Source: an optimization exercise on an open RTL-to-GDS flow (aim: small area). Production flows keep margins and buffers that such runs may drop.
Only simulation tests tie the RTL to the original design; equivalence was not proved.
Power is estimated from default activity; no workload was simulated.

// nrf_spi_responder
module nrf_spi_responder (
   input  logic       CLOCK_50,
   input  logic       RESET,
   input  logic       NRF_SCK,
   input  logic       NRF_CSN,
   input  logic       NRF_MOSI,
   output logic       NRF_MISO,
   output logic       NRF_IRQ,
   input  logic       rx_wr_en,
   input  logic [7:0] rx_wr_data,
   input  logic       rx_commit,
   output logic       rx_full,
   input  logic       tx_rd_en,
   output logic [7:0] tx_rd_data,
   output logic       tx_avail
);
   localparam logic [1:0] StIdle = 2'd0, StCmd = 2'd1, StData = 2'd2, StIgnore = 2'd3;
   localparam logic [1:0] CmdRReg = 2'd0, CmdWReg = 2'd1, CmdRRx = 2'd2, CmdWTx = 2'd3;
   logic [1:0] sck_sync_q, mosi_sync_q, csn_sync_q;
   logic       sck_prev_q;
   always_ff @(posedge CLOCK_50) begin
      sck_sync_q  <= {sck_sync_q[0], NRF_SCK};
      mosi_sync_q <= {mosi_sync_q[0], NRF_MOSI};
      sck_prev_q  <= sck_sync_q[1];
   end
   always_ff @(posedge CLOCK_50 or posedge RESET) begin
      if (RESET) csn_sync_q <= 2'b11;
      else       csn_sync_q <= {csn_sync_q[0], NRF_CSN};
   end
   logic sck_s, csn_s, mosi_s, sck_rise, sck_fall;
   assign sck_s    = sck_sync_q[1];
   assign csn_s    = csn_sync_q[1];
   assign mosi_s   = mosi_sync_q[1];
   assign sck_rise = sck_s & ~sck_prev_q;
   assign sck_fall = ~sck_s & sck_prev_q;
   logic [1:0] state_q;
  ...
==> flow/config.mk <==
export PLATFORM = sky130hd
export DESIGN_NAME = nrf_spi_responder
export DESIGN_NICKNAME = nrf_spi_responder
export VERILOG_FILES = /design/flow/design.v
export SDC_FILE = /design/flow/constraint.sdc
export NUM_CORES = 4
export LEC_CHECK = 0
export CAP_MARGIN = 20
export CORE_MARGIN = 2
export CORE_UTILIZATION = 60
export PLACE_DENSITY = 0.72
export SLEW_MARGIN = 20
==> flow/constraint.sdc <==
create_clock -name core_clock -period 10.0 [get_ports {CLOCK_50}]
set_input_delay 2.0000 -clock core_clock [delete_from_list [all_inputs] [get_ports {CLOCK_50}]]
set_output_delay 2.0000 -clock core_clock [all_outputs]
set_load 0.01 [all_outputs]
standard.sh (not shown) runs the stock make flow with config.mk's settings and CLKGATE_MAP_FILE= SYNTH_SCRIPT=/design/flow/synth_recipe.tcl, a recipe that flattens the netlist after the stock synthesis.
==> flow/flow/run.sh <==
#!/bin/bash
# Standard synthesis, then abc re-maps the logic between the registers for area (registers
# untouched), then the standard layout with a clock tree of small buffers in large clusters,
# without dummy loads.
set -euo pipefail
R=orfs/results/sky130hd/nrf_spi_responder/base
bash standard.sh synth > synth_standard.log 2>&1
cp $R/1_2_yosys.v $R/1_2_yosys_standard.v
export LIB=$FLOW_HOME/platforms/sky130hd/lib/sky130_fd_sc_hd__tt_025C_1v80.lib
export SEQ_CELLS="$(grep -oE 'sky130_fd_sc_hd__(df|edf|sdf|sedf|dl)[a-z0-9_]*' $R/1_2_yosys_standard.v | sort -u | tr '\n' ' ')"
export DONT_USE="$(sed -n '/DONT_USE_CELLS += /,/^#/p' $FLOW_HOME/platforms/sky130hd/config.mk | grep -oE 'sky130_fd_sc_hd__[a-z0-9_]+' | tr '\n' ' ')"
export IN_V=$R/1_2_yosys_standard.v OUT_V=$R/1_2_yosys.v TOP=$FLOW_TOP STAT_OUT=reabc_stat.txt
export ABC_SCRIPT=$PWD/flow/area.abc ABC_D=$(awk "BEGIN{print $FLOW_PERIOD_NS*1000}")
yosys -c flow/reabc.tcl > reabc.log 2>&1
export REMOVE_ABC_BUFFERS=1
export BUFFER_PORTS_ARGS="-buffer_cell sky130_fd_sc_hd__buf_1"
export CTS_ARGS="-sink_clustering_enable -repair_clock_nets -buf_list sky130_fd_sc_hd__clkbuf_16 -sink_clustering_size 30 -sink_clustering_max_diameter 60 -dont_use_dummy_load"
bash standard.sh > standard.log 2>&1
==> flow/flow/area.abc <==
strash
dch
amap
topo
&get -n
&st
&dch
&nf -R 1000 -p
&put
topo
==> flow/flow/reabc.tcl <==
# Re-maps the combinational logic of the standard synthesis netlist for area. Every register
# instance of the standard synthesis is kept as it is (same name, same cell); only the cells
# between them are re-mapped by abc.
yosys -import
set lib $::env(LIB)
set seq_cells $::env(SEQ_CELLS)
read_liberty -ignore_miss_func $lib
read_verilog -sv $::env(IN_V)
hierarchy -top $::env(TOP)
setattr -mod -set keep_hierarchy 1 {*}$seq_cells
flatten
opt_clean -purge
set dont_use {}
foreach c $::env(DONT_USE) { lappend dont_use -dont_use $c }
abc -script $::env(ABC_SCRIPT) -liberty $lib {*}$dont_use -D $::env(ABC_D)
opt_clean -purge
splitnets
opt_clean -purge
hilomap -singleton -hicell sky130_fd_sc_hd__conb_1 HI -locell sky130_fd_sc_hd__conb_1 LO
insbuf -buf sky130_fd_sc_hd__buf_4 A X
# left out here: clean up, hide names made inside functions
yosys rename -hide {w:_*_.*}
select -module $::env(TOP)
tee -o $::env(STAT_OUT) stat -liberty $lib
select -clear
blackbox {*}$seq_cells
check
write_verilog -noattr -nohex -nodec -selected $::env(OUT_V)
The baseline went through all stages and came out clean.
Then changed:
--- a/flow/flow/run.sh
+++ b/flow/flow/run.sh
@@ -17 +17 @@
-export CTS_ARGS="-sink_clustering_enable -repair_clock_nets -buf_list sky130_fd_sc_hd__clkbuf_16 -sink_clustering_size 30 -sink_clustering_max_diameter 60 -dont_use_dummy_load"
+export CTS_ARGS="-sink_clustering_enable -repair_clock_nets -buf_list sky130_fd_sc_hd__clkbuf_8 -sink_clustering_size 20 -sink_clustering_max_diameter 50 -dont_use_dummy_load"
After rerunning: The changed run produced a clean layout. Die area stays the same. Area after synthesis is unchanged. Wire length is about the same. Global-route usage rises by 0.22 points. Register-to-register slack gets worse by 150 ps. Final area came out lower slightly.
Then changed:
==> flow/run.sh (new file) <==
#!/bin/bash
# synth_recipe.tcl (not shown) runs the flow's synth.tcl, then flattens the netlist and writes it again
# the make line also repeats each setting of config.mk as NAME=value (left out here)
make -C /OpenROAD-flow-scripts/flow DESIGN_CONFIG=/design/flow/config.mk WORK_HOME=/design/flow/orfs CLKGATE_MAP_FILE= SYNTH_SCRIPT=/design/flow/synth_recipe.tcl finish
--- a/flow/config.mk
+++ b/flow/config.mk
@@ -10,2 +10,2 @@
-export CORE_UTILIZATION = 60
-export PLACE_DENSITY = 0.72
+export CORE_UTILIZATION = 40
+export CTS_BUF_LIST = sky130_fd_sc_hd__clkbuf_4
removed: flow/flow/run.sh
removed: flow/flow/area.abc
removed: flow/flow/reabc.tcl
removed: flow/standard.sh
After rerunning:
- hold slack improves by 16 ps
- clock skew is higher by 10 ps
- setup slack improves by 570 ps
- power increases by about 30%
- count of clock-buffer cells in the layout is higher by 217
- core utilization is lower by 20 points
- non-clock buffer count grows by 18
- wire length increases by 17%
- sequential share of layout area fell by 6.7 points
Then changed:
==> flow/flow/run.sh (new file) <==
#!/bin/bash
# Standard synthesis, then abc re-maps the logic between the registers for area (registers
# untouched), then the standard layout with a clock tree of small buffers in large clusters,
# without dummy loads.
set -euo pipefail
R=orfs/results/sky130hd/nrf_spi_responder/base
bash standard.sh synth > synth_standard.log 2>&1
cp $R/1_2_yosys.v $R/1_2_yosys_standard.v
export LIB=$FLOW_HOME/platforms/sky130hd/lib/sky130_fd_sc_hd__tt_025C_1v80.lib
export SEQ_CELLS="$(grep -oE 'sky130_fd_sc_hd__(df|edf|sdf|sedf|dl)[a-z0-9_]*' $R/1_2_yosys_standard.v | sort -u | tr '\n' ' ')"
export DONT_USE="$(sed -n '/DONT_USE_CELLS += /,/^#/p' $FLOW_HOME/platforms/sky130hd/config.mk | grep -oE 'sky130_fd_sc_hd__[a-z0-9_]+' | tr '\n' ' ')"
export IN_V=$R/1_2_yosys_standard.v OUT_V=$R/1_2_yosys.v TOP=$FLOW_TOP STAT_OUT=reabc_stat.txt
export ABC_SCRIPT=$PWD/flow/area.abc ABC_D=$(awk "BEGIN{print $FLOW_PERIOD_NS*1000}")
yosys -c flow/reabc.tcl > reabc.log 2>&1
export REMOVE_ABC_BUFFERS=1
export CTS_ARGS="-sink_clustering_enable -repair_clock_nets -buf_list sky130_fd_sc_hd__clkbuf_16 -sink_clustering_size 28 -sink_clustering_max_diameter 70 -dont_use_dummy_load"
bash standard.sh > standard.log 2>&1
==> flow/flow/area.abc (new file) <==
strash
dch
amap
topo
&get -n
&st
&dch
&nf -R 1000 -p
&put
topo
==> flow/flow/reabc.tcl (new file) <==
# Re-maps the combinational logic of the standard synthesis netlist for area. Every register
# instance of the standard synthesis is kept as it is (same name, same cell); only the cells
# between them are re-mapped by abc.
yosys -import
set lib $::env(LIB)
set seq_cells $::env(SEQ_CELLS)
read_liberty -ignore_miss_func $lib
read_verilog -sv $::env(IN_V)
hierarchy -top $::env(TOP)
setattr -mod -set keep_hierarchy 1 {*}$seq_cells
flatten
opt_clean -purge
set dont_use {}
foreach c $::env(DONT_USE) { lappend dont_use -dont_use $c }
abc -script $::env(ABC_SCRIPT) -liberty $lib {*}$dont_use -D $::env(ABC_D)
opt_clean -purge
splitnets
opt_clean -purge
hilomap -singleton -hicell sky130_fd_sc_hd__conb_1 HI -locell sky130_fd_sc_hd__conb_1 LO
insbuf -buf sky130_fd_sc_hd__buf_4 A X
# left out here: clean up, hide names made inside functions
yosys rename -hide {w:_*_.*}
select -module $::env(TOP)
tee -o $::env(STAT_OUT) stat -liberty $lib
select -clear
blackbox {*}$seq_cells
check
write_verilog -noattr -nohex -nodec -selected $::env(OUT_V)
==> flow/standard.sh (new file) <==
#!/bin/bash
# synth_recipe.tcl (not shown) runs the flow's synth.tcl, then flattens the netlist and writes it again
# the make line also repeats each setting of config.mk as NAME=value (left out here)
make -C /OpenROAD-flow-scripts/flow DESIGN_CONFIG=/design/flow/config.mk WORK_HOME=/design/flow/orfs CLKGATE_MAP_FILE= SYNTH_SCRIPT=/design/flow/synth_recipe.tcl "${@:-finish}"
--- a/flow/config.mk
+++ b/flow/config.mk
@@ -11 +10,0 @@
-export CTS_BUF_LIST = sky130_fd_sc_hd__clkbuf_4
removed: flow/run.sh
=>
- sequential cell count stays the same
- design area went down by 6.9%
- via count went down by about 10%
- routed wire length went down by about 8%
- clock power went down by 36%
- global-route usage went down by 1.1 points
- power went down by about 20%
- area after synthesis went down by 3.8%
Then changed:
--- a/flow/flow/run.sh
+++ b/flow/flow/run.sh
@@ -16 +16 @@
-export CTS_ARGS="-sink_clustering_enable -repair_clock_nets -buf_list sky130_fd_sc_hd__clkbuf_16 -sink_clustering_size 28 -sink_clustering_max_diameter 70 -dont_use_dummy_load"
+export CTS_ARGS="-sink_clustering_enable -repair_clock_nets -buf_list sky130_fd_sc_hd__clkbuf_8 -sink_clustering_size 18 -sink_clustering_max_diameter 60 -dont_use_dummy_load"
--- a/flow/config.mk
+++ b/flow/config.mk
@@ -10 +10,2 @@
-export CORE_UTILIZATION = 40
+export CORE_UTILIZATION = 75
+export PLACE_DENSITY = 0.86
Effect: Combinational power grows by about 4.5%. Non-clock buffer count shrinks by 8. Maximum frequency came out lower by about 7%. Worst setup slack got worse by 360 ps. Routed wire length drops by about 5%. Die area drops by about 46%.

## afterwards: timing with drivers on the ports
The results above use ideal ports. As a check the final layouts listed here were re-extracted and re-timed, cells and wires unchanged.
Step 1 assumes that a clkbuf_16 drives the clock port and a buf_2 every other input.
Step 2 moves the port delays by t, midway between the first and last clock arrival at a register: inputs arrive t later, outputs are due t later. That takes back most of the time a late clock gives input paths.
a / b / c = ideal ports / drivers / drivers and shift; a / b = the first two.
run	t, ns	slack for setup (ns)	worst setup path after step 2	clock arrival spread, ns	cell pins on the clock port's net
the first run	0.665	4.902 / 4.902 / 4.902	register to register	0.081 / 0.080	1
the second run	0.710	4.749 / 4.749 / 4.749	register to register	0.087 / 0.087	1
the third run	1.127	5.321 / 5.261 / 5.386	input to register	0.106 / 0.107	1
the fourth run	0.659	5.230 / 5.230 / 5.149	input to register	0.108 / 0.107	1
the fifth run	0.753	4.872 / 4.872 / 4.872	register to register	0.077 / 0.078	1
After both steps every run listed still meets setup and hold. For the fourth run, which loses most, drivers alone change the setup slack by 0.000 ns; drivers and shift together by -0.081 ns.
